This is an optimization exercise on Yosys and OpenROAD, whose aim is small area, a short achievable clock period and few clock cycles, not a production implementation. Function was checked by simulation only, so behaviour that the tests miss may differ from the original.

$ cat design/flow/run.sh
#!/bin/bash
# synth_recipe.tcl (not shown) runs the flow's synth.tcl, then flattens the netlist and writes it again
# the make line also repeats each setting of config.mk as NAME=value (left out here)
make -C /OpenROAD-flow-scripts/flow DESIGN_CONFIG=/design/flow/config.mk WORK_HOME=/design/flow/orfs CLKGATE_MAP_FILE= SYNTH_SCRIPT=/design/flow/synth_recipe.tcl finish
$ cat design/flow/config.mk
export PLATFORM = sky130hd
export DESIGN_NAME = antialiased_line_rasterizer_core
export DESIGN_NICKNAME = antialiased_line_rasterizer_core
export VERILOG_FILES = /design/flow/design.v
export SDC_FILE = /design/flow/constraint.sdc
export NUM_CORES = 4
export LEC_CHECK = 0
export ABC_CLOCK_PERIOD_IN_PS = 4500
export CAP_MARGIN = 20
export CORE_MARGIN = 2
export CORE_UTILIZATION = 60
export SETUP_SLACK_MARGIN = 5
export SLEW_MARGIN = 20
$ cat design/flow/constraint.sdc
create_clock -name core_clock -period 10.5 [get_ports {clk}]
set_input_delay 2.1000 -clock core_clock [delete_from_list [all_inputs] [get_ports {clk}]]
set_output_delay 2.1000 -clock core_clock [all_outputs]
set_load 0.01 [all_outputs]
$ cat design/flow/design.v
`timescale 1ns / 1ps
module aalr_sqr12 (
    input  logic [11:0] m,
    output logic [23:0] t
);
    wire pp0_1 = m[0] & m[1];
    wire pp0_2 = m[0] & m[2];
    wire pp0_3 = m[0] & m[3];
    wire pp0_4 = m[0] & m[4];
    wire pp0_5 = m[0] & m[5];
    wire pp0_6 = m[0] & m[6];
    wire pp0_7 = m[0] & m[7];
    wire pp0_8 = m[0] & m[8];
    wire pp0_9 = m[0] & m[9];
    wire pp0_10 = m[0] & m[10];
    wire pp0_11 = m[0] & m[11];
    wire pp1_2 = m[1] & m[2];
    wire pp1_3 = m[1] & m[3];
    wire pp1_4 = m[1] & m[4];
    wire pp1_5 = m[1] & m[5];
    wire pp1_6 = m[1] & m[6];
    wire pp1_7 = m[1] & m[7];
    wire pp1_8 = m[1] & m[8];
    wire pp1_9 = m[1] & m[9];
    wire pp1_10 = m[1] & m[10];
    wire pp1_11 = m[1] & m[11];
    wire pp2_3 = m[2] & m[3];
    wire pp2_4 = m[2] & m[4];
    wire pp2_5 = m[2] & m[5];
    wire pp2_6 = m[2] & m[6];
    wire pp2_7 = m[2] & m[7];
    wire pp2_8 = m[2] & m[8];
    wire pp2_9 = m[2] & m[9];
    wire pp2_10 = m[2] & m[10];
    wire pp2_11 = m[2] & m[11];
    wire pp3_4 = m[3] & m[4];
    wire pp3_5 = m[3] & m[5];
    wire pp3_6 = m[3] & m[6];
    wire pp3_7 = m[3] & m[7];
    wire pp3_8 = m[3] & m[8];
    wire pp3_9 = m[3] & m[9];
    wire pp3_10 = m[3] & m[10];
    wire pp3_11 = m[3] & m[11];
    wire pp4_5 = m[4] & m[5];
    wire pp4_6 = m[4] & m[6];
    wire pp4_7 = m[4] & m[7];
    wire pp4_8 = m[4] & m[8];
    wire pp4_9 = m[4] & m[9];
    wire pp4_10 = m[4] & m[10];
    wire pp4_11 = m[4] & m[11];
    wire pp5_6 = m[5] & m[6];
    wire pp5_7 = m[5] & m[7];
    wire pp5_8 = m[5] & m[8];
    wire pp5_9 = m[5] & m[9];
    wire pp5_10 = m[5] & m[10];
    wire pp5_11 = m[5] & m[11];
    wire pp6_7 = m[6] & m[7];
    wire pp6_8 = m[6] & m[8];
    wire pp6_9 = m[6] & m[9];
    wire pp6_10 = m[6] & m[10];
    wire pp6_11 = m[6] & m[11];
    wire pp7_8 = m[7] & m[8];
    wire pp7_9 = m[7] & m[9];
    wire pp7_10 = m[7] & m[10];
    wire pp7_11 = m[7] & m[11];
    wire pp8_9 = m[8] & m[9];
    wire pp8_10 = m[8] & m[10];
    wire pp8_11 = m[8] & m[11];
    wire pp9_10 = m[9] & m[10];
    wire pp9_11 = m[9] & m[11];
    wire pp10_11 = m[10] & m[11];
    wire c1 = pp0_11 ^ pp1_10;
    wire c2 = pp0_11 & pp1_10;
    wire c3 = pp0_7 ^ pp1_6;
    wire c4 = pp0_7 & pp1_6;
    wire c5 = pp0_8 ^ pp1_7;
    wire c6 = pp0_8 & pp1_7;
    wire c7 = pp0_9 ^ pp1_8 ^ pp2_7;
    wire c8 = (pp0_9 & pp1_8) | (pp0_9 & pp2_7) | (pp1_8 & pp2_7);
    wire c9 = pp3_6 ^ pp4_5;
    wire c10 = pp3_6 & pp4_5;
    wire c11 = pp0_10 ^ pp1_9 ^ pp2_8;
    wire c12 = (pp0_10 & pp1_9) | (pp0_10 & pp2_8) | (pp1_9 & pp2_8);
    wire c13 = pp3_7 ^ pp4_6;
    wire c14 = pp3_7 & pp4_6;
    wire c15 = pp2_9 ^ pp3_8 ^ pp4_7;
    wire c16 = (pp2_9 & pp3_8) | (pp2_9 & pp4_7) | (pp3_8 & pp4_7);
    wire c17 = pp5_6 ^ m[6] ^ c1;
    wire c18 = (pp5_6 & m[6]) | (pp5_6 & c1) | (m[6] & c1);
    wire c19 = pp1_11 ^ pp2_10 ^ pp3_9;
    wire c20 = (pp1_11 & pp2_10) | (pp1_11 & pp3_9) | (pp2_10 & pp3_9);
    wire c21 = pp4_8 ^ pp5_7 ^ c2;
    wire c22 = (pp4_8 & pp5_7) | (pp4_8 & c2) | (pp5_7 & c2);
    wire c23 = pp2_11 ^ pp3_10 ^ pp4_9;
    wire c24 = (pp2_11 & pp3_10) | (pp2_11 & pp4_9) | (pp3_10 & pp4_9);
    wire c25 = pp5_8 ^ pp6_7 ^ m[7];
    wire c26 = (pp5_8 & pp6_7) | (pp5_8 & m[7]) | (pp6_7 & m[7]);
    wire c27 = pp3_11 ^ pp4_10 ^ pp5_9;
    wire c28 = (pp3_11 & pp4_10) | (pp3_11 & pp5_9) | (pp4_10 & pp5_9);
    wire c29 = pp4_11 ^ pp5_10 ^ pp6_9;
    wire c30 = (pp4_11 & pp5_10) | (pp4_11 & pp6_9) | (pp5_10 & pp6_9);
    wire c31 = pp0_5 ^ pp1_4;
    wire c32 = pp0_5 & pp1_4;
    wire c33 = pp0_6 ^ pp1_5;
    wire c34 = pp0_6 & pp1_5;
    wire c35 = pp2_5 ^ pp3_4 ^ m[4];
    wire c36 = (pp2_5 & pp3_4) | (pp2_5 & m[4]) | (pp3_4 & m[4]);
    wire c37 = pp2_6 ^ pp3_5 ^ c4;
    wire c38 = (pp2_6 & pp3_5) | (pp2_6 & c4) | (pp3_5 & c4);
    wire c39 = m[5] ^ c6 ^ c7;
    wire c40 = (m[5] & c6) | (m[5] & c7) | (c6 & c7);
    wire c41 = c8 ^ c10 ^ c11;
    wire c42 = (c8 & c10) | (c8 & c11) | (c10 & c11);
    wire c43 = c12 ^ c14 ^ c15;
    wire c44 = (c12 & c14) | (c12 & c15) | (c14 & c15);
    wire c45 = c16 ^ c18 ^ c19;
    wire c46 = (c16 & c18) | (c16 & c19) | (c18 & c19);
    wire c47 = c20 ^ c22 ^ c23;
    wire c48 = (c20 & c22) | (c20 & c23) | (c22 & c23);
    wire c49 = pp6_8 ^ c24 ^ c26;
    wire c50 = (pp6_8 & c24) | (pp6_8 & c26) | (c24 & c26);
    wire c51 = pp7_8 ^ m[8] ^ c28;
    wire c52 = (pp7_8 & m[8]) | (pp7_8 & c28) | (m[8] & c28);
    wire c53 = pp5_11 ^ pp6_10 ^ pp7_9;
    wire c54 = (pp5_11 & pp6_10) | (pp5_11 & pp7_9) | (pp6_10 & pp7_9);
    wire c55 = pp6_11 ^ pp7_10 ^ pp8_9;
    wire c56 = (pp6_11 & pp7_10) | (pp6_11 & pp8_9) | (pp7_10 & pp8_9);
    wire c57 = pp0_3 ^ pp1_2;
    wire c58 = pp0_3 & pp1_2;
    wire c59 = pp0_4 ^ pp1_3;
    wire c60 = pp0_4 & pp1_3;
    wire c61 = pp2_3 ^ m[3] ^ c31;
    wire c62 = (pp2_3 & m[3]) | (pp2_3 & c31) | (m[3] & c31);
    wire c63 = pp2_4 ^ c32 ^ c33;
    wire c64 = (pp2_4 & c32) | (pp2_4 & c33) | (c32 & c33);
    wire c65 = c3 ^ c34 ^ c35;
    wire c66 = (c3 & c34) | (c3 & c35) | (c34 & c35);
    wire c67 = c5 ^ c36 ^ c37;
    wire c68 = (c5 & c36) | (c5 & c37) | (c36 & c37);
    wire c69 = c9 ^ c38 ^ c39;
    wire c70 = (c9 & c38) | (c9 & c39) | (c38 & c39);
    wire c71 = c13 ^ c40 ^ c41;
    wire c72 = (c13 & c40) | (c13 & c41) | (c40 & c41);
    wire c73 = c17 ^ c42 ^ c43;
    wire c74 = (c17 & c42) | (c17 & c43) | (c42 & c43);
    wire c75 = c21 ^ c44 ^ c45;
    wire c76 = (c21 & c44) | (c21 & c45) | (c44 & c45);
    wire c77 = c25 ^ c46 ^ c47;
    wire c78 = (c25 & c46) | (c25 & c47) | (c46 & c47);
    wire c79 = c27 ^ c48 ^ c49;
    wire c80 = (c27 & c48) | (c27 & c49) | (c48 & c49);
    wire c81 = c29 ^ c50 ^ c51;
    wire c82 = (c29 & c50) | (c29 & c51) | (c50 & c51);
    wire c83 = c30 ^ c52 ^ c53;
    wire c84 = (c30 & c52) | (c30 & c53) | (c52 & c53);
    wire c85 = m[9] ^ c54 ^ c55;
    wire c86 = (m[9] & c54) | (m[9] & c55) | (c54 & c55);
    wire c87 = pp7_11 ^ pp8_10 ^ c56;
    wire c88 = (pp7_11 & pp8_10) | (pp7_11 & c56) | (pp8_10 & c56);
    wire c89 = pp8_11 ^ pp9_10 ^ m[10];
    wire c90 = (pp8_11 & pp9_10) | (pp8_11 & m[10]) | (pp9_10 & m[10]);
    wire [23:0] ra = {1'b0, pp10_11, pp9_11, c88, c86, c84, c82, c80, c78, c76, c74, c72, c70, c68, c66, c64, c62, c60, c58, m[2], pp0_2, pp0_1, 1'b0, m[0]};
    wire [23:0] rb = {1'b0, m[11], c90, c89, c87, c85, c83, c81, c79, c77, c75, c73, c71, c69, c67, c65, c63, c61, c59, c57, 1'b0, m[1], 1'b0, 1'b0};
    assign t = ra + rb;
endmodule
module aalr_sqadd12 (
    input  logic [11:0] m,
    input  logic [23:0] a,
    output logic [24:0] t
);
    wire pp0_1 = m[0] & m[1];
    wire pp0_2 = m[0] & m[2];
    wire pp0_3 = m[0] & m[3];
    wire pp0_4 = m[0] & m[4];
    wire pp0_5 = m[0] & m[5];
    wire pp0_6 = m[0] & m[6];
    wire pp0_7 = m[0] & m[7];
    wire pp0_8 = m[0] & m[8];
    wire pp0_9 = m[0] & m[9];
    wire pp0_10 = m[0] & m[10];
    wire pp0_11 = m[0] & m[11];
    wire pp1_2 = m[1] & m[2];
    wire pp1_3 = m[1] & m[3];
    wire pp1_4 = m[1] & m[4];
    wire pp1_5 = m[1] & m[5];
    wire pp1_6 = m[1] & m[6];
    wire pp1_7 = m[1] & m[7];
    wire pp1_8 = m[1] & m[8];
    wire pp1_9 = m[1] & m[9];
    wire pp1_10 = m[1] & m[10];
    wire pp1_11 = m[1] & m[11];
    wire pp2_3 = m[2] & m[3];
    wire pp2_4 = m[2] & m[4];
    wire pp2_5 = m[2] & m[5];
    wire pp2_6 = m[2] & m[6];
    wire pp2_7 = m[2] & m[7];
    wire pp2_8 = m[2] & m[8];
    wire pp2_9 = m[2] & m[9];
    wire pp2_10 = m[2] & m[10];
    wire pp2_11 = m[2] & m[11];
    wire pp3_4 = m[3] & m[4];
    wire pp3_5 = m[3] & m[5];
    wire pp3_6 = m[3] & m[6];
    wire pp3_7 = m[3] & m[7];
    wire pp3_8 = m[3] & m[8];
    wire pp3_9 = m[3] & m[9];
    wire pp3_10 = m[3] & m[10];
    wire pp3_11 = m[3] & m[11];
    wire pp4_5 = m[4] & m[5];
    wire pp4_6 = m[4] & m[6];
    wire pp4_7 = m[4] & m[7];
    wire pp4_8 = m[4] & m[8];
    wire pp4_9 = m[4] & m[9];
    wire pp4_10 = m[4] & m[10];
    wire pp4_11 = m[4] & m[11];
    wire pp5_6 = m[5] & m[6];
    wire pp5_7 = m[5] & m[7];
    wire pp5_8 = m[5] & m[8];
    wire pp5_9 = m[5] & m[9];
    wire pp5_10 = m[5] & m[10];
    wire pp5_11 = m[5] & m[11];
    wire pp6_7 = m[6] & m[7];
    wire pp6_8 = m[6] & m[8];
    wire pp6_9 = m[6] & m[9];
    wire pp6_10 = m[6] & m[10];
    wire pp6_11 = m[6] & m[11];
    wire pp7_8 = m[7] & m[8];
    wire pp7_9 = m[7] & m[9];
    wire pp7_10 = m[7] & m[10];
    wire pp7_11 = m[7] & m[11];
    wire pp8_9 = m[8] & m[9];
    wire pp8_10 = m[8] & m[10];
    wire pp8_11 = m[8] & m[11];
    wire pp9_10 = m[9] & m[10];
    wire pp9_11 = m[9] & m[11];
    wire pp10_11 = m[10] & m[11];
    wire c1 = pp0_9 ^ pp1_8;
    wire c2 = pp0_9 & pp1_8;
    wire c3 = pp0_10 ^ pp1_9;
    wire c4 = pp0_10 & pp1_9;
    wire c5 = pp0_11 ^ pp1_10 ^ pp2_9;
    wire c6 = (pp0_11 & pp1_10) | (pp0_11 & pp2_9) | (pp1_10 & pp2_9);
    wire c7 = pp3_8 ^ pp4_7;
    wire c8 = pp3_8 & pp4_7;
    wire c9 = pp1_11 ^ pp2_10 ^ pp3_9;
    wire c10 = (pp1_11 & pp2_10) | (pp1_11 & pp3_9) | (pp2_10 & pp3_9);
    wire c11 = pp2_11 ^ pp3_10 ^ pp4_9;
    wire c12 = (pp2_11 & pp3_10) | (pp2_11 & pp4_9) | (pp3_10 & pp4_9);
    wire c13 = pp0_5 ^ pp1_4;
    wire c14 = pp0_5 & pp1_4;
    wire c15 = pp0_6 ^ pp1_5;
    wire c16 = pp0_6 & pp1_5;
    wire c17 = pp0_7 ^ pp1_6 ^ pp2_5;
    wire c18 = (pp0_7 & pp1_6) | (pp0_7 & pp2_5) | (pp1_6 & pp2_5);
    wire c19 = pp3_4 ^ m[4];
    wire c20 = pp3_4 & m[4];
    wire c21 = pp0_8 ^ pp1_7 ^ pp2_6;
    wire c22 = (pp0_8 & pp1_7) | (pp0_8 & pp2_6) | (pp1_7 & pp2_6);
    wire c23 = pp3_5 ^ a[9];
    wire c24 = pp3_5 & a[9];
    wire c25 = pp2_7 ^ pp3_6 ^ pp4_5;
    wire c26 = (pp2_7 & pp3_6) | (pp2_7 & pp4_5) | (pp3_6 & pp4_5);
    wire c27 = m[5] ^ a[10] ^ c1;
    wire c28 = (m[5] & a[10]) | (m[5] & c1) | (a[10] & c1);
    wire c29 = pp2_8 ^ pp3_7 ^ pp4_6;
    wire c30 = (pp2_8 & pp3_7) | (pp2_8 & pp4_6) | (pp3_7 & pp4_6);
    wire c31 = a[11] ^ c2 ^ c3;
    wire c32 = (a[11] & c2) | (a[11] & c3) | (c2 & c3);
    wire c33 = pp5_6 ^ m[6] ^ a[12];
    wire c34 = (pp5_6 & m[6]) | (pp5_6 & a[12]) | (m[6] & a[12]);
    wire c35 = c4 ^ c5 ^ c7;
    wire c36 = (c4 & c5) | (c4 & c7) | (c5 & c7);
    wire c37 = pp4_8 ^ pp5_7 ^ a[13];
    wire c38 = (pp4_8 & pp5_7) | (pp4_8 & a[13]) | (pp5_7 & a[13]);
    wire c39 = c6 ^ c8 ^ c9;
    wire c40 = (c6 & c8) | (c6 & c9) | (c8 & c9);
    wire c41 = pp5_8 ^ pp6_7 ^ m[7];
    wire c42 = (pp5_8 & pp6_7) | (pp5_8 & m[7]) | (pp6_7 & m[7]);
    wire c43 = a[14] ^ c10 ^ c11;
    wire c44 = (a[14] & c10) | (a[14] & c11) | (c10 & c11);
    wire c45 = pp3_11 ^ pp4_10 ^ pp5_9;
    wire c46 = (pp3_11 & pp4_10) | (pp3_11 & pp5_9) | (pp4_10 & pp5_9);
    wire c47 = pp6_8 ^ a[15] ^ c12;
    wire c48 = (pp6_8 & a[15]) | (pp6_8 & c12) | (a[15] & c12);
    wire c49 = pp4_11 ^ pp5_10 ^ pp6_9;
    wire c50 = (pp4_11 & pp5_10) | (pp4_11 & pp6_9) | (pp5_10 & pp6_9);
    wire c51 = pp7_8 ^ m[8] ^ a[16];
    wire c52 = (pp7_8 & m[8]) | (pp7_8 & a[16]) | (m[8] & a[16]);
    wire c53 = pp5_11 ^ pp6_10 ^ pp7_9;
    wire c54 = (pp5_11 & pp6_10) | (pp5_11 & pp7_9) | (pp6_10 & pp7_9);
    wire c55 = pp6_11 ^ pp7_10 ^ pp8_9;
    wire c56 = (pp6_11 & pp7_10) | (pp6_11 & pp8_9) | (pp7_10 & pp8_9);
    wire c57 = pp0_3 ^ pp1_2;
    wire c58 = pp0_3 & pp1_2;
    wire c59 = pp0_4 ^ pp1_3;
    wire c60 = pp0_4 & pp1_3;
    wire c61 = pp2_3 ^ m[3] ^ a[6];
    wire c62 = (pp2_3 & m[3]) | (pp2_3 & a[6]) | (m[3] & a[6]);
    wire c63 = pp2_4 ^ a[7] ^ c14;
    wire c64 = (pp2_4 & a[7]) | (pp2_4 & c14) | (a[7] & c14);
    wire c65 = a[8] ^ c16 ^ c17;
    wire c66 = (a[8] & c16) | (a[8] & c17) | (c16 & c17);
    wire c67 = c18 ^ c20 ^ c21;
    wire c68 = (c18 & c20) | (c18 & c21) | (c20 & c21);
    wire c69 = c22 ^ c24 ^ c25;
    wire c70 = (c22 & c24) | (c22 & c25) | (c24 & c25);
    wire c71 = c26 ^ c28 ^ c29;
    wire c72 = (c26 & c28) | (c26 & c29) | (c28 & c29);
    wire c73 = c30 ^ c32 ^ c33;
    wire c74 = (c30 & c32) | (c30 & c33) | (c32 & c33);
    wire c75 = c34 ^ c36 ^ c37;
    wire c76 = (c34 & c36) | (c34 & c37) | (c36 & c37);
    wire c77 = c38 ^ c40 ^ c41;
    wire c78 = (c38 & c40) | (c38 & c41) | (c40 & c41);
    wire c79 = c42 ^ c44 ^ c45;
    wire c80 = (c42 & c44) | (c42 & c45) | (c44 & c45);
    wire c81 = c46 ^ c48 ^ c49;
    wire c82 = (c46 & c48) | (c46 & c49) | (c48 & c49);
    wire c83 = a[17] ^ c50 ^ c52;
    wire c84 = (a[17] & c50) | (a[17] & c52) | (c50 & c52);
    wire c85 = m[9] ^ a[18] ^ c54;
    wire c86 = (m[9] & a[18]) | (m[9] & c54) | (a[18] & c54);
    wire c87 = pp7_11 ^ pp8_10 ^ a[19];
    wire c88 = (pp7_11 & pp8_10) | (pp7_11 & a[19]) | (pp8_10 & a[19]);
    wire c89 = pp8_11 ^ pp9_10 ^ m[10];
    wire c90 = (pp8_11 & pp9_10) | (pp8_11 & m[10]) | (pp9_10 & m[10]);
    wire c91 = pp0_1 ^ m[1];
    wire c92 = pp0_1 & m[1];
    wire c93 = pp0_2 ^ a[3];
    wire c94 = pp0_2 & a[3];
    wire c95 = m[2] ^ a[4] ^ c57;
    wire c96 = (m[2] & a[4]) | (m[2] & c57) | (a[4] & c57);
    wire c97 = a[5] ^ c58 ^ c59;
    wire c98 = (a[5] & c58) | (a[5] & c59) | (c58 & c59);
    wire c99 = c13 ^ c60 ^ c61;
    wire c100 = (c13 & c60) | (c13 & c61) | (c60 & c61);
    wire c101 = c15 ^ c62 ^ c63;
    wire c102 = (c15 & c62) | (c15 & c63) | (c62 & c63);
    wire c103 = c19 ^ c64 ^ c65;
    wire c104 = (c19 & c64) | (c19 & c65) | (c64 & c65);
    wire c105 = c23 ^ c66 ^ c67;
    wire c106 = (c23 & c66) | (c23 & c67) | (c66 & c67);
    wire c107 = c27 ^ c68 ^ c69;
    wire c108 = (c27 & c68) | (c27 & c69) | (c68 & c69);
    wire c109 = c31 ^ c70 ^ c71;
    wire c110 = (c31 & c70) | (c31 & c71) | (c70 & c71);
    wire c111 = c35 ^ c72 ^ c73;
    wire c112 = (c35 & c72) | (c35 & c73) | (c72 & c73);
    wire c113 = c39 ^ c74 ^ c75;
    wire c114 = (c39 & c74) | (c39 & c75) | (c74 & c75);
    wire c115 = c43 ^ c76 ^ c77;
    wire c116 = (c43 & c76) | (c43 & c77) | (c76 & c77);
    wire c117 = c47 ^ c78 ^ c79;
    wire c118 = (c47 & c78) | (c47 & c79) | (c78 & c79);
    wire c119 = c51 ^ c80 ^ c81;
    wire c120 = (c51 & c80) | (c51 & c81) | (c80 & c81);
    wire c121 = c53 ^ c82 ^ c83;
    wire c122 = (c53 & c82) | (c53 & c83) | (c82 & c83);
    wire c123 = c55 ^ c84 ^ c85;
    wire c124 = (c55 & c84) | (c55 & c85) | (c84 & c85);
    wire c125 = c56 ^ c86 ^ c87;
    wire c126 = (c56 & c86) | (c56 & c87) | (c86 & c87);
    wire c127 = a[20] ^ c88 ^ c89;
    wire c128 = (a[20] & c88) | (a[20] & c89) | (c88 & c89);
    wire c129 = pp9_11 ^ a[21] ^ c90;
    wire c130 = (pp9_11 & a[21]) | (pp9_11 & c90) | (a[21] & c90);
    wire c131 = pp10_11 ^ m[11] ^ a[22];
    wire c132 = (pp10_11 & m[11]) | (pp10_11 & a[22]) | (m[11] & a[22]);
    wire [24:0] ra = {1'b0, a[23], c130, c128, c126, c124, c122, c120, c118, c116, c114, c112, c110, c108, c106, c104, c102, c100, c98, c96, c94, c92, a[2], a[1], m[0]};
    wire [24:0] rb = {1'b0, c132, c131, c129, c127, c125, c123, c121, c119, c117, c115, c113, c111, c109, c107, c105, c103, c101, c99, c97, c95, c93, c91, 1'b0, a[0]};
    assign t = ra + rb;
endmodule
`timescale 1ns / 1ps
module antialiased_line_rasterizer_core #(
    parameter int COORD_BITS = 12,
    parameter int FRAC_BITS  = 12
) (
    input  logic clk,
    input  logic rst_n,
    input  logic s_axis_tvalid,
    output logic s_axis_tready,
    input  logic [((4*COORD_BITS+7)/8)*8-1:0] s_axis_tdata,
    input  logic s_axis_tuser,
    output logic m_axis_tvalid,
    input  logic m_axis_tready,
    output logic [((2*COORD_BITS+48+7)/8)*8-1:0] m_axis_tdata,
    output logic m_axis_tlast,
    input  logic cfg_we,
    input  logic [23:0] cfg_wdata
);
    logic [23:0] stroke_reg;
    always_ff @(posedge clk or negedge rst_n)
    begin
        if (!rst_n)
            stroke_reg <= '0;
        else if (cfg_we)
            stroke_reg <= cfg_wdata;
    end
    logic        f1_v, f1_user;
    logic        p_occ;
    logic [12:0] fe_rem;         
    logic [12:0] p_owed, a_owed;
    logic        s1_v, out_v;
    logic [3:0]  e_ph;           
    logic        e_done, e_last;
    logic        p_dy0, p_deq;           
    assign e_last = (e_ph == 4'd14);        
    assign e_done = (e_ph[3:1] == 3'b111) || p_dy0 || p_deq;
    logic f1_start, p_busy, p_free;
    assign f1_start = f1_v && !f1_user;
    assign p_busy   = p_occ || f1_start;
    assign p_free   = !p_busy || (p_occ && e_done && (a_owed == '0));
    assign s_axis_tready = s_axis_tuser || p_free;
    logic in_acc;
    assign in_acc = s_axis_tvalid && s_axis_tready;
    logic [11:0] p_xs, p_ys, p_dx, p_dy;
    logic        p_bx, p_by;
    logic [12:0] in_dx, in_dy;
    logic        f_ok;
    assign in_dx = {1'b0, s_axis_tdata[35:24]} - {1'b0, s_axis_tdata[11:0]};
    assign in_dy = {1'b0, s_axis_tdata[47:36]} - {1'b0, s_axis_tdata[23:12]};
    assign f_ok  = !p_bx && !p_by && (p_dy <= p_dx);
    logic p_load, step_inc, inc_p, inc_a;
    assign p_load   = f1_start && f_ok;
    assign step_inc = f1_v && f1_user && (fe_rem != '0);
    assign inc_p    = step_inc && p_occ;
    assign inc_a    = step_inc && !p_occ;
    logic en, issue, xfer;
    assign en    = !out_v || m_axis_tready;
    assign issue = en && (a_owed != '0);
    assign xfer  = p_occ && e_done && ((a_owed == '0) || ((a_owed == 13'd1) && en));
    logic [12:0] a_owed_inc, a_owed_dec;
    assign a_owed_inc = a_owed + {12'd0, inc_a};
    assign a_owed_dec = inc_a ? a_owed : (a_owed - 13'd1);
    always_ff @(posedge clk or negedge rst_n)
    begin
        if (!rst_n)
        begin
            f1_v   <= 1'b0;
            f1_user <= 1'b0;
            p_occ  <= 1'b0;
            fe_rem <= '0;
            p_owed <= '0;
            a_owed <= '0;
            s1_v   <= 1'b0;
            out_v  <= 1'b0;
        end
        else
        begin
            f1_v <= in_acc;
            f1_user <= s_axis_tuser;
            if (p_load)
                fe_rem <= {1'b0, p_dx} + 13'd1;
            else if (step_inc)
                fe_rem <= fe_rem - 13'd1;
            if (p_load)
                p_occ <= 1'b1;
            else if (xfer)
                p_occ <= 1'b0;
            if (p_load || xfer)
                p_owed <= '0;
            else if (inc_p)
                p_owed <= p_owed + 13'd1;
            if (xfer)
                a_owed <= p_owed + {12'd0, inc_p};
            else if (issue)
                a_owed <= a_owed_dec;
            else
                a_owed <= a_owed_inc;
            if (en)
            begin
                s1_v <= issue;
                out_v <= s1_v;
            end
        end
    end
    logic [24:0] e_R, e_S;
    logic [1:0]  e_pair;
    logic [11:0] e_rx, e_ry;
    logic [12:0] e_remx, e_remy;
    logic [24:0] sq_out;
    aalr_sqadd12 u_esq (
        .m(e_ph[0] ? p_dy : p_dx),
        .a(e_ph[0] ? e_R[23:0] : 24'd0),
        .t(sq_out)
    );
    logic [26:0] dv1, dv2;
    logic [24:0] dr1, dr2;
    logic        dq1, dq2;
    assign dv1 = {1'b0, e_R, 1'b0} - {2'b00, e_S};
    assign dq1 = !dv1[26];
    assign dr1 = dq1 ? dv1[24:0] : {e_R[23:0], 1'b0};
    assign dv2 = {1'b0, dr1, 1'b0} - {2'b00, e_S};
    assign dq2 = !dv2[26];
    assign dr2 = dq2 ? dv2[24:0] : {dr1[23:0], 1'b0};
    logic [14:0] sx_r, sy_r;
    logic [15:0] sx_d, sy_d;
    logic        sx_ok, sy_ok;
    assign sx_r  = {e_remx, e_pair};
    assign sy_r  = {e_remy, ~e_pair};
    assign sx_d  = {1'b0, sx_r} - {2'b00, e_rx, 2'b01};
    assign sy_d  = {1'b0, sy_r} - {2'b00, e_ry, 2'b01};
    assign sx_ok = !sx_d[15];
    assign sy_ok = !sy_d[15];
    always_ff @(posedge clk)
    begin
        if (f1_start)
        begin
            p_dy0 <= (p_dy == '0);
            p_deq <= (p_dy == p_dx);
        end
        if (p_free)
        begin
            p_xs <= s_axis_tdata[11:0];
            p_ys <= s_axis_tdata[23:12];
            p_dx <= in_dx[11:0];
            p_dy <= in_dy[11:0];
            p_bx <= in_dx[12];
            p_by <= in_dy[12];
        end
        if (p_free)
            e_ph <= '0;
        else if (e_ph != 4'd15)
        begin
            e_ph <= e_ph + 4'd1;
            if (e_ph == 4'd0)
            begin
                e_rx <= '0;
                e_ry <= '0;
                e_remx <= '0;
                e_remy <= '0;
            end
            if (e_ph == 4'd0)
                e_R <= sq_out;
            else if (e_ph == 4'd1)
                e_S <= sq_out;
            else if (e_ph <= 4'd13)
            begin
                e_R <= dr2;
                e_pair <= {dq1, dq2};
            end
            if (e_ph >= 4'd3)
            begin
                e_remx <= sx_ok ? sx_d[12:0] : sx_r[12:0];
                e_rx <= {e_rx[10:0], sx_ok};
                e_remy <= sy_ok ? sy_d[12:0] : sy_r[12:0];
                e_ry <= {e_ry[10:0], sy_ok};
            end
        end
    end
    logic [11:0] f_rx, f_ry;
    assign f_rx = e_last ? {e_rx[10:0], sx_ok} : e_rx;
    assign f_ry = e_last ? {e_ry[10:0], sy_ok} : e_ry;
    logic        p_dx0;
    logic [12:0] u_across;
    logic [11:0] u_along;
    assign p_dx0 = (p_dx == '0);
    assign u_across = p_dy0 ? (p_dx0 ? 13'd0 : 13'd4096) :
                      p_deq ? 13'd2896 : {1'b0, f_rx};
    assign u_along  = p_dy0 ? 12'd0 : p_deq ? 12'd2896 : f_ry;
    logic [11:0] a_x, a_y, a_rem, a_dy;
    logic signed [14:0] a_dec;
    logic signed [12:0] a_dmdx;
    logic signed [15:0] a_d;
    logic [12:0] a_across;
    logic [11:0] a_along;
    logic a_pos;
    assign a_pos = !a_dec[14] && (a_dec != '0);
    logic signed [16:0] d_sum;
    logic signed [15:0] d_next;
    assign d_sum = {a_d[15], a_d} + {5'd0, a_along}
                 + (a_pos ? ~{4'd0, a_across} : 17'd0) + {16'd0, a_pos};
    assign d_next = (d_sum > 17'sd32767) ? 16'sh7fff :
                    (d_sum < -17'sd32768) ? 16'sh8000 : d_sum[15:0];
    always_ff @(posedge clk)
    begin
        if (xfer)
        begin
            a_x <= p_xs;
            a_y <= p_ys;
            a_rem <= p_dx;
            a_dy <= p_dy;
            a_dmdx <= $signed({1'b0, p_dy}) - $signed({1'b0, p_dx});
            a_dec <= $signed({2'b00, p_dy, 1'b0}) - $signed({3'b000, p_dx});
            a_d <= '0;
            a_across <= u_across;
            a_along <= u_along;
        end
        else if (issue)
        begin
            a_x <= a_x + 12'd1;
            a_rem <= a_rem - 12'd1;
            a_d <= d_next;
            if (a_pos)
            begin
                a_y <= a_y + 12'd1;
                a_dec <= a_dec + {a_dmdx[12], a_dmdx, 1'b0};
            end
            else
                a_dec <= a_dec + {2'b00, a_dy, 1'b0};
        end
    end
    logic signed [16:0] r_up, r_dn;
    assign r_up = {a_d[15], a_d} + $signed({4'd0, a_across});
    assign r_dn = {a_d[15], a_d} - $signed({4'd0, a_across});
    function automatic logic [11:0] mag(input logic [16:0] r);
        logic [11:0] n;
        n = ~r[11:0] + 12'd1;
        if (r[16])
            mag = ((&r[15:12]) && (|r[11:0])) ? n : 12'hfff;
        else
            mag = (|r[15:12]) ? 12'hfff : r[11:0];
    endfunction
    logic [11:0] s1_up, s1_mid, s1_dn;
    logic [11:0] s1_x, s1_y;
    logic        s1_last;
    logic [23:0] t_up, t_mid, t_dn;
    aalr_sqr12 u_sq_up  (.m(s1_up),  .t(t_up));
    aalr_sqr12 u_sq_mid (.m(s1_mid), .t(t_mid));
    aalr_sqr12 u_sq_dn  (.m(s1_dn),  .t(t_dn));
    function automatic logic [8:0] covq(input logic [23:0] t);
        covq = {(t[15:0] > t[23:8]), t[23:16]};
    endfunction
    function automatic logic [7:0] alpha(input logic [8:0] q);
        alpha = ~q[7:0] - {7'd0, q[8]};
    endfunction
    logic [8:0]  o_up, o_mid, o_dn;
    logic [11:0] o_x, o_y;
    logic        o_last;
    always_ff @(posedge clk)
    begin
        if (en)
        begin
            s1_up <= mag(r_up);
            s1_mid <= mag({a_d[15], a_d});
            s1_dn <= mag(r_dn);
            s1_x <= a_x;
            s1_y <= a_y;
            s1_last <= (a_rem == '0);
            o_up <= covq(t_up);
            o_mid <= covq(t_mid);
            o_dn <= covq(t_dn);
            o_x <= s1_x;
            o_y <= s1_y;
            o_last <= s1_last;
        end
    end
    assign m_axis_tvalid = out_v;
    assign m_axis_tdata  = {stroke_reg, alpha(o_dn), alpha(o_mid), alpha(o_up), o_y, o_x};
    assign m_axis_tlast  = o_last;
endmodule
==> impl_metrics.sql, run 1 <==
INSERT INTO impl_metrics (metric_group, metric, value, unit) VALUES
('synthesis', 'postSynthRegisterBits', '456', ''),
('synthesis', 'synth.avg_cell_area', '9.18', 'sq um'),
('global_route', 'globalRoute.totalOverflow', '0', ''),
('detailed_routing', 'via_count_normalized_by_instance_count', '5.79', ''),
('place', 'place.gp.congestion', '0.901', ''),
('final_layout', 'final_cell_area', '0.0462', 'sq mm'),
('floorplanning', 'die_area', '0.0687', 'sq mm'),
('synthesis', 'synth_fp_nets', '4972', ''),
('critical_path', 'r2r.worst_path.cells', '24', ''),
('detailed_routing', 'final_antenna_net_count', '0', ''),
('global_route', 'globalRouteTotalUtil', '0.272', ''),
('timing', 'hold-worst-slack', '0.413', 'ns'),
('critical_path', 'worst_r2r_endpoint', 'o_mid[8]$_DFFE_PN_', ''),
('timing', 'max_freq', '0.178', 'GHz'),
('synthesis', 'synth.yosys.seq_area_share', '0.329', ''),
('final_layout', 'num_antenna_cells', '0', ''),
('clock_network', 'clock_tree.buffer_depth', '3', ''),
('detailed_routing', 'drt-total-wl', '94300', 'um'),
('synthesis', 'synth_flop_cell', 'sky130_fd_sc_hd__edfxtp_1', ''),
('detailed_routing', 'dr.pass1.iters', '7', ''),
('final_layout', 'share_of_final_layout_standard_cells_stronger_than_drive_strength_1', '0.104', ''),
('clock_network', 'root_buffer', 'sky130_fd_sc_hd__clkbuf_16', ''),
('timing', 'min_period', '5.63', 'ns'),
('clock_network', 'cts.sinks', '456', ''),
('run_status', 'status', 'complete, no violations', ''),
('timing', 'timing.max_slew.rel_slack', '0.328', ''),
('timing', 'slew_viol_final', '0', ''),
('critical_path', 'cp-start-kind', 'register', ''),
('critical_path', 'rrSetupSlack', '4.87', 'ns'),
('clock_network', 'insertion_delay', '0.65', 'ns'),
('place', 'detailedPlace.worstSlack', '3.55', 'ns'),
('clock_network', 'cts_tree', 'done', ''),
('clock_network', 'clkSlewWorstSetupHoldPaths', '0.06', 'ns'),
('global_route', 'initial_antenna_violation_count', '0', ''),
('floorplanning', 'die_w', '262', 'um'),
('synthesis', 'yosysWarningCount', '1', ''),
('clock_network', 'cts_max_level', '2', ''),
('place', 'io_buffer_count', '152', ''),
('worst_hold_path', 'hold_depth', '0', ''),
('global_route', 'grt_first_pass_wirelength', '153000', 'um'),
('critical_path', 'r2r-start', 's1_mid[1]$_DFFE_PN_', ''),
('timing', 'setup_repair_after_global_routing_missed_its_margin', 'true', ''),
('detailed_routing', 'drt-wirelength-per-cell', '17.3', 'um'),
('floorplanning', 'die_y', '262', 'um'),
('critical_path', 'cp_max_fo', '6', ''),
('critical_path', 'crit_arrival', '6.09', 'ns'),
('detailed_routing', 'detail_route.drc_violations', '0', ''),
('timing', 'part_of_the_cycle_the_worst_path_needs', '0.536', ''),
('timing', 'setup_violations', '0', ''),
('timing', 'timing.setup.tns', '0', 'ns'),
('worst_hold_path', 'hold_path_end', 'o_x[1]$_DFFE_PN_', ''),
('critical_path', 'worst-setup-path-type', 'reg -> reg', ''),
('floorplanning', 'num_io_pins', '153', ''),
('timing', 'final-hold-violation-count', '0', ''),
('synthesis', 'yosysUniqueCellTypes', '86', ''),
('floorplanning', 'start_util', '0.607', ''),
('final_layout', 'layout.nets', '5167', ''),
('detailed_routing', 'first_iter_violations', '2005', ''),
('place', 'dp.final_hpwl', '67300', 'um'),
('final_layout', 'layout-area-overhead-vs-synth', '15.5', '%'),
('global_route', 'grt_start_max_net_pins', '79', ''),
('clock_network', 'cts_buffers', '52', ''),
('critical_path', 'timing.critical_path.required', '10.96', 'ns'),
('synthesis', 'ys_async_sr_fraction', '0.149', ''),
('critical_path', 'critPathCaptureType', 'register', '');
## repair_timing
item | in CTS | in global routing
setup endpoints to repair | 35 | 38
gates resized for setup | 63 | 143
gates cloned | 4 | 2
pin swaps | 21 | 46
buffers inserted | 60 | 52
hold buffers | 0 | 0
## cell usage after synthesis, drive strengths merged (36+ instances only)
cell type  instances  share of area
a21oi            226          0.028
o211ai            40         0.0075
a21o              78          0.015
edfxtp           368           0.28
mux2i             38         0.0095
a211oi            36         0.0068
nand3            101          0.013
xor2             127          0.028
a31oi             53         0.0083
mux2              39          0.011
nor2b             57         0.0089
and2             186          0.029
nand2            343          0.032
o21ai            226          0.029
dfrtp             68          0.043
nand2b            54         0.0084
nor3             104          0.013
fa               160          0.080
ha               379           0.12
o21a              44         0.0083
and3              54         0.0086
clkbuf           131          0.012
xnor2            198          0.043
nor2             361          0.034
inv              464          0.044
## through the flow
step,instances
floorplan,4355
global placement,5241
detailed placement,5242
CTS,5403
global route,5457
finish,5457
## critical path: stages (launching register included)
cell                        delay (ns)
sky130_fd_sc_hd__edfxtp_1         0.43
sky130_fd_sc_hd__buf_4            0.17
sky130_fd_sc_hd__buf_4            0.15
sky130_fd_sc_hd__and2_1           0.17
sky130_fd_sc_hd__fa_1             0.50
sky130_fd_sc_hd__inv_1            0.05
sky130_fd_sc_hd__fa_1             0.38
sky130_fd_sc_hd__fa_1             0.51
sky130_fd_sc_hd__inv_1            0.04
sky130_fd_sc_hd__ha_2             0.36
sky130_fd_sc_hd__nand2_1          0.10
sky130_fd_sc_hd__o21ai_0          0.25
sky130_fd_sc_hd__o311a_1          0.26
sky130_fd_sc_hd__a2111oi_4        0.05
sky130_fd_sc_hd__o21bai_1         0.18
sky130_fd_sc_hd__a21oi_2          0.10
sky130_fd_sc_hd__nand2b_1         0.17
sky130_fd_sc_hd__a211o_1          0.32
sky130_fd_sc_hd__ha_4             0.29
sky130_fd_sc_hd__nand3_2          0.06
sky130_fd_sc_hd__or4_4            0.44
sky130_fd_sc_hd__o21ai_2          0.15
sky130_fd_sc_hd__a21oi_2          0.07
sky130_fd_sc_hd__nor2b_1          0.14
sky130_fd_sc_hd__o22a_1           0.17
## worst max path at each step
stage | to | startpoint | slack (ns)
2_1_floorplan | o_mid[8]$_DFFE_PN_ | s1_mid[0]$_DFFE_PN_ | 5.02
3_3_place_gp | e_R[6]$_DFFE_PP_ | e_S[0]$_DFFE_PP_ | 3.71
3_5_place_dp | e_R[6]$_DFFE_PP_ | e_S[0]$_DFFE_PP_ | 3.55
4_1_cts | o_mid[8]$_DFFE_PN_ | s1_mid[1]$_DFFE_PN_ | 4.79
5_1_grt | o_mid[8]$_DFFE_PN_ | s1_mid[9]$_DFFE_PN_ | 4.65
6_report | o_mid[8]$_DFFE_PN_ | s1_mid[1]$_DFFE_PN_ | 4.87
## layout by cell type, fill, tap and decap left out, types with 21 or more instances in the layout
master                            synthesis  final
sky130_fd_sc_hd__a211oi_1                36     31
sky130_fd_sc_hd__a21boi_0                25     25
sky130_fd_sc_hd__a21o_1                  78     77
sky130_fd_sc_hd__a21oi_1                226    207
sky130_fd_sc_hd__a31oi_1                 53     53
sky130_fd_sc_hd__and2_1                 186    170
sky130_fd_sc_hd__and3_1                  53     52
sky130_fd_sc_hd__buf_4                    0    133
sky130_fd_sc_hd__clkbuf_16                0     57
sky130_fd_sc_hd__clkdlybuf4s50_1          0    149
sky130_fd_sc_hd__dfrtp_1                 68     66
sky130_fd_sc_hd__edfxtp_1               368    368
sky130_fd_sc_hd__fa_1                   160    158
sky130_fd_sc_hd__ha_1                   379    344
sky130_fd_sc_hd__ha_4                     0     27
sky130_fd_sc_hd__inv_1                  463    457
sky130_fd_sc_hd__mux2_2                  39     36
sky130_fd_sc_hd__mux2i_1                 38     33
sky130_fd_sc_hd__nand2_1                343    339
sky130_fd_sc_hd__nand2b_1                54     54
sky130_fd_sc_hd__nand3_1                101     99
sky130_fd_sc_hd__nand4_1                 31     31
sky130_fd_sc_hd__nor2_1                 361    354
sky130_fd_sc_hd__nor2b_1                 57     54
sky130_fd_sc_hd__nor3_1                 104    102
sky130_fd_sc_hd__nor4_1                  22     22
sky130_fd_sc_hd__o211ai_1                40     40
sky130_fd_sc_hd__o21a_1                  44     43
sky130_fd_sc_hd__o21ai_0                224    204
sky130_fd_sc_hd__o31ai_1                 24     21
sky130_fd_sc_hd__or2_2                   28     28
sky130_fd_sc_hd__or3_1                   29     28
sky130_fd_sc_hd__xnor2_1                198    196
sky130_fd_sc_hd__xor2_1                 127    123
## final cells by class
class                      instances  area [sq um]
inverter                         466          1760
sequential                       456         13200
multi-input combinational       3275         25500
timing repair buffer             299          2790
tap                              864          1080
clock buffer                      67          1480
fill                            5266         19700
clock inverter                    30           369
## routing by layer
metal	part of all wire	up-vias	GRT usage
met3	0.041	181	0.0252
met1	0.43	15100	0.352
met4	0.031	0	0.0832
met5	0	-	0
met2	0.50	753	0.484
li1	-	15600	-
## cells by family after synthesis
logic type / after synthesis / share of synthesized area
compound gates: 909 / 0.145
xor+xnor: 325 / 0.0712
fa+ha+maj: 553 / 0.202
buf+inv: 624 / 0.0593
flops: 456 / 0.329
mux: 77 / 0.0205
simple gates: 1411 / 0.173
Testbench counts, summed over its fixed seeds: cycles 18,817.
==> run 2: changes to the inputs <==
==> design/flow/flow/run.sh (new file) <==
#!/bin/bash
set -euo pipefail
bash standard.sh "BUFFER_PORTS_ARGS=-buffer_cell sky130_fd_sc_hd__buf_1" SETUP_SLACK_MARGIN=5.3 finish > standard_make.log 2>&1
==> design/flow/standard.sh (new file) <==
#!/bin/bash
# synth_recipe.tcl (not shown) runs the flow's synth.tcl, then flattens the netlist and writes it again
# the make line also repeats each setting of config.mk as NAME=value (left out here)
make -C /OpenROAD-flow-scripts/flow DESIGN_CONFIG=/design/flow/config.mk WORK_HOME=/design/flow/orfs CLKGATE_MAP_FILE= SYNTH_SCRIPT=/design/flow/synth_recipe.tcl "${@:-finish}"
removed: design/flow/run.sh
==> run 2 against run 1 <==
Net effect:
- routed wire length up 2.8%
- sequential cell count unchanged
- critical endpoint unchanged
- die area stayed put
- still clean
==> impl_metrics.sql, run 2 <==
INSERT INTO impl_metrics (metric_group, metric, value, unit) VALUES
('run_status', 'status', 'complete, no violations', ''),
('timing', 'setup_repair_after_global_routing_missed_its_margin', 'true', ''),
('final_layout', 'num_antenna_cells', '0', ''),
('synthesis', 'synth_flop_cell', 'sky130_fd_sc_hd__edfxtp_1', ''),
('worst_hold_path', 'hold_start', 's1_x[1]$_DFFE_PN_', ''),
('place', 'io_buffer_count', '152', ''),
('floorplanning', 'fp-row-count', '94', ''),
('critical_path', 'timing.critical_path.slowest_cell_delay', '0.52', 'ns'),
('clock_network', 'clkSlewWorstSetupHoldPaths', '0.06', 'ns'),
('synthesis', 'post_synth_main_area_contributors', 'sky130_fd_sc_hd__edfxtp_1, sky130_fd_sc_hd__ha_1, sky130_fd_sc_hd__fa_1', ''),
('detailed_routing', 'dr.pass1.iters', '6', ''),
('critical_path', 'cp_max_fo', '3', ''),
('floorplanning', 'num_io_pins', '153', ''),
('synthesis', 'ys_async_sr_fraction', '0.149', ''),
('detailed_routing', 'drt-total-wl', '96900', 'um'),
('detailed_routing', 'drt-wirelength-per-cell', '17.5', 'um'),
('critical_path', 'critical-path-slowest-cell', 'sky130_fd_sc_hd__fa_1', ''),
('timing', 'max_freq', '0.178', 'GHz'),
('timing', 'finClkSkew', '0.0451', 'ns'),
('critical_path', 'crit_buf_inv', '2', ''),
('clock_network', 'root_buffer', 'sky130_fd_sc_hd__clkbuf_16', ''),
('global_route', 'grt_first_pass_wirelength', '155000', 'um'),
('synthesis', 'synth_commonest_cells', 'sky130_fd_sc_hd__inv_1, sky130_fd_sc_hd__ha_1, sky130_fd_sc_hd__edfxtp_1', ''),
('critical_path', 'worst_path_dominant_cell_family', 'compound AO/OA/AOI/OAI gates', ''),
('worst_hold_path', 'hold_depth', '0', ''),
('critical_path', 'r2r-start', 's1_mid[0]$_DFFE_PN_', ''),
('critical_path', 'cp-start-kind', 'register', ''),
('synthesis', 'yosysMostFrequentCell', 'sky130_fd_sc_hd__inv_1', ''),
('critical_path', 'worst_r2r_endpoint', 'o_mid[8]$_DFFE_PN_', ''),
('timing', 'final-hold-violation-count', '0', ''),
('synthesis', 'synth.cell_area', '0.0400', 'sq mm'),
('final_layout', 'layout.nets', '5252', ''),
('critical_path', 'critPathCaptureType', 'register', ''),
('timing', 'worst-slew-pin-transition', '1.01', 'ns'),
('critical_path', 'rrSetupSlack', '4.90', 'ns'),
('synthesis', 'synth_fp_nets', '4972', ''),
('final_layout', 'final_core_util', '0.700', ''),
('timing', 'part_of_the_cycle_the_worst_path_needs', '0.534', ''),
('timing', 'timing.max_slew.rel_slack', '0.323', ''),
('global_route', 'grt_start_max_net_pins', '84', ''),
('clock_network', 'cts.hold.buffers_added', '0', ''),
('detailed_routing', 'detail_route.drc_violations', '0', ''),
('floorplanning', 'die_w', '262', 'um'),
('clock_network', 'clock_tree.buffer_depth', '3', ''),
('synthesis', 'synth.yosys.seq_area_share', '0.329', ''),
('final_layout', 'final_common_cell', 'sky130_fd_sc_hd__inv_1', ''),
('synthesis', 'yosysUniqueCellTypes', '86', ''),
('floorplanning', 'start_util', '0.607', ''),
('timing', 'timing.setup.tns', '0', 'ns'),
('timing', 'slew_viol_final', '0', ''),
('synthesis', 'synth.top_cell.area_share', '0.276', ''),
('place', 'numPlacedInstances', '5242', ''),
('clock_network', 'cts_buffers', '52', ''),
('critical_path', 'r2r.worst_path.cells', '25', ''),
('synthesis', 'synth_enable_flop_cells', '368', ''),
('detailed_routing', 'num_vias', '32000', ''),
('clock_network', 'cts_tree', 'done', ''),
('worst_hold_path', 'hold_path_end', 'o_x[1]$_DFFE_PN_', ''),
('clock_network', 'insertion_delay', '0.64', 'ns'),
('synthesis', 'syn-instance-count', '4355', ''),
('timing', 'min_period', '5.60', 'ns'),
('critical_path', 'timing.critical_path.required', '10.87', 'ns'),
('place', 'place.gp.congestion', '0.886', ''),
('synthesis', 'synth.largest_area_cell', 'sky130_fd_sc_hd__edfxtp_1', ''),
('global_route', 'globalRoute.totalOverflow', '0', ''),
('critical_path', 'worst-setup-path-type', 'reg -> reg', ''),
('synthesis', 'synth.avg_cell_area', '9.18', 'sq um'),
('clock_network', 'cts.sinks', '456', ''),
('global_route', 'initial_antenna_violation_count', '0', ''),
('flow_run', 'max_cap_viols', '0', ''),
('floorplanning', 'die_area', '0.0687', 'sq mm'),
('place', 'dp.final_hpwl', '67400', 'um'),
('timing', 'setup_violations', '0', ''),
('synthesis', 'postSynthRegisterBits', '456', ''),
('global_route', 'first_global_vias', '30900', ''),
('final_layout', 'layout-area-overhead-vs-synth', '15.3', '%'),
('floorplanning', 'placeable_core_region', '0.0659', 'sq mm'),
('global_route', 'globalRouteTotalUtil', '0.276', ''),
('worst_hold_path', 'holdCritPathClass', 'reg -> reg', ''),
('final_layout', 'mostFrequentLayoutCells', 'sky130_fd_sc_hd__inv_1, sky130_fd_sc_hd__edfxtp_1, sky130_fd_sc_hd__nor2_1, sky130_fd_sc_hd__ha_1, sky130_fd_sc_hd__nand2_1', ''),
('critical_path', 'path_common_cell', 'sky130_fd_sc_hd__fa_1', ''),
('final_layout', 'share_of_final_layout_standard_cells_stronger_than_drive_strength_1', '0.131', ''),
('clock_network', 'cts_max_level', '2', ''),
('final_layout', 'final-instance-count-excl-fill', '5542', ''),
('detailed_routing', 'final_antenna_net_count', '0', ''),
('detailed_routing', 'first_iter_violations', '1950', ''),
('detailed_routing', 'via_count_normalized_by_instance_count', '5.77', ''),
('floorplanning', 'die_y', '262', 'um'),
('synthesis', 'yosysWarningCount', '1', ''),
('critical_path', 'crit_arrival', '5.97', 'ns');
## run 2: area by class of cell
class                   instances  area [sq um]
multi-input cells            3275         25900
fillers                      5198         19700
flip-flops and latches        456         13200
repair buffers                384          2580
inverters                     466          1770
clock buffers                  67          1380
well taps                     864          1080
clock inverters                30           317
## run 2: timing repair
action,CTS,global route
pin swaps,60,103
resized for setup,167,136
buffers inserted,132,66
gates cloned,5,0
setup endpoints to repair,39,48
## run 2: through the flow
step	setup slack [ns]	instance area [sq um]	hold slack (ns)
after floorplan	5.07	40200	0.400
after global placement	3.67	41400	0.401
after detailed placement	3.56	41400	0.405
after CTS	4.91	45100	0.417
after global routing	4.59	46100	0.427
final	4.90	46100	0.415
## run 2: worst max-delay path by stage
stage / startpoint / endpoint / slack, ns / cells past startpoint
after floorplan: a_owed[2]$_DFFE_PN0P_ / s_axis_tready / 5.07 / 6
after global placement: e_S[0]$_DFFE_PP_ / e_R[6]$_DFFE_PP_ / 3.67 / 22
after detailed placement: e_R[0]$_DFFE_PP_ / e_R[6]$_DFFE_PP_ / 3.56 / 23
after CTS: s1_mid[0]$_DFFE_PN_ / o_mid[8]$_DFFE_PN_ / 4.91 / 25
after global routing: s1_mid[0]$_DFFE_PN_ / o_mid[8]$_DFFE_PN_ / 4.59 / 25
final: s1_mid[0]$_DFFE_PN_ / o_mid[8]$_DFFE_PN_ / 4.90 / 25
## run 2: layer usage
layer  vias up  share of wire  track usage
met1     15400           0.43        0.346
li1      15800              -            -
met4         0          0.027       0.0753
met3       160          0.040       0.0330
met5         -              0            0
met2       671           0.51        0.502
## run 2: kinds of logic (layout without fill, tap and decap cells)
logic type / count (synthesis) / in the layout / share of synthesized area
compound gates: 909 / 909 / 0.145
xor+xnor: 325 / 325 / 0.0712
fa+ha+maj: 553 / 553 / 0.202
buf+inv: 624 / 947 / 0.0593
flops: 456 / 456 / 0.329
mux: 77 / 77 / 0.0205
simple gates: 1411 / 1411 / 0.173

afterwards: timing with drivers on the ports:
No port has a modelled driver above. Below, the same layouts with a new extraction and two added sets of constraints.
Step 1, drivers: a clkbuf_16 drives clk and a buf_2 each remaining input, both assumed.
Step 2 also shifts input and output timing later by t, the mid clock arrival at the registers, as if the neighbouring blocks saw the same clock.
a / b / c = ideal / step 1 / step 2; a / b = the first two.
run | shift t [ns] | setup slack, ns | worst setup path after step 2 | worst slew at a driven data input, ns
run 1 | 0.679 | 4.869 / 4.869 / 4.869 | register to register | 0.05
run 2 | 0.685 | 4.897 / 4.897 / 4.897 | register to register | 0.05
After both steps setup and hold are still met in every run listed.
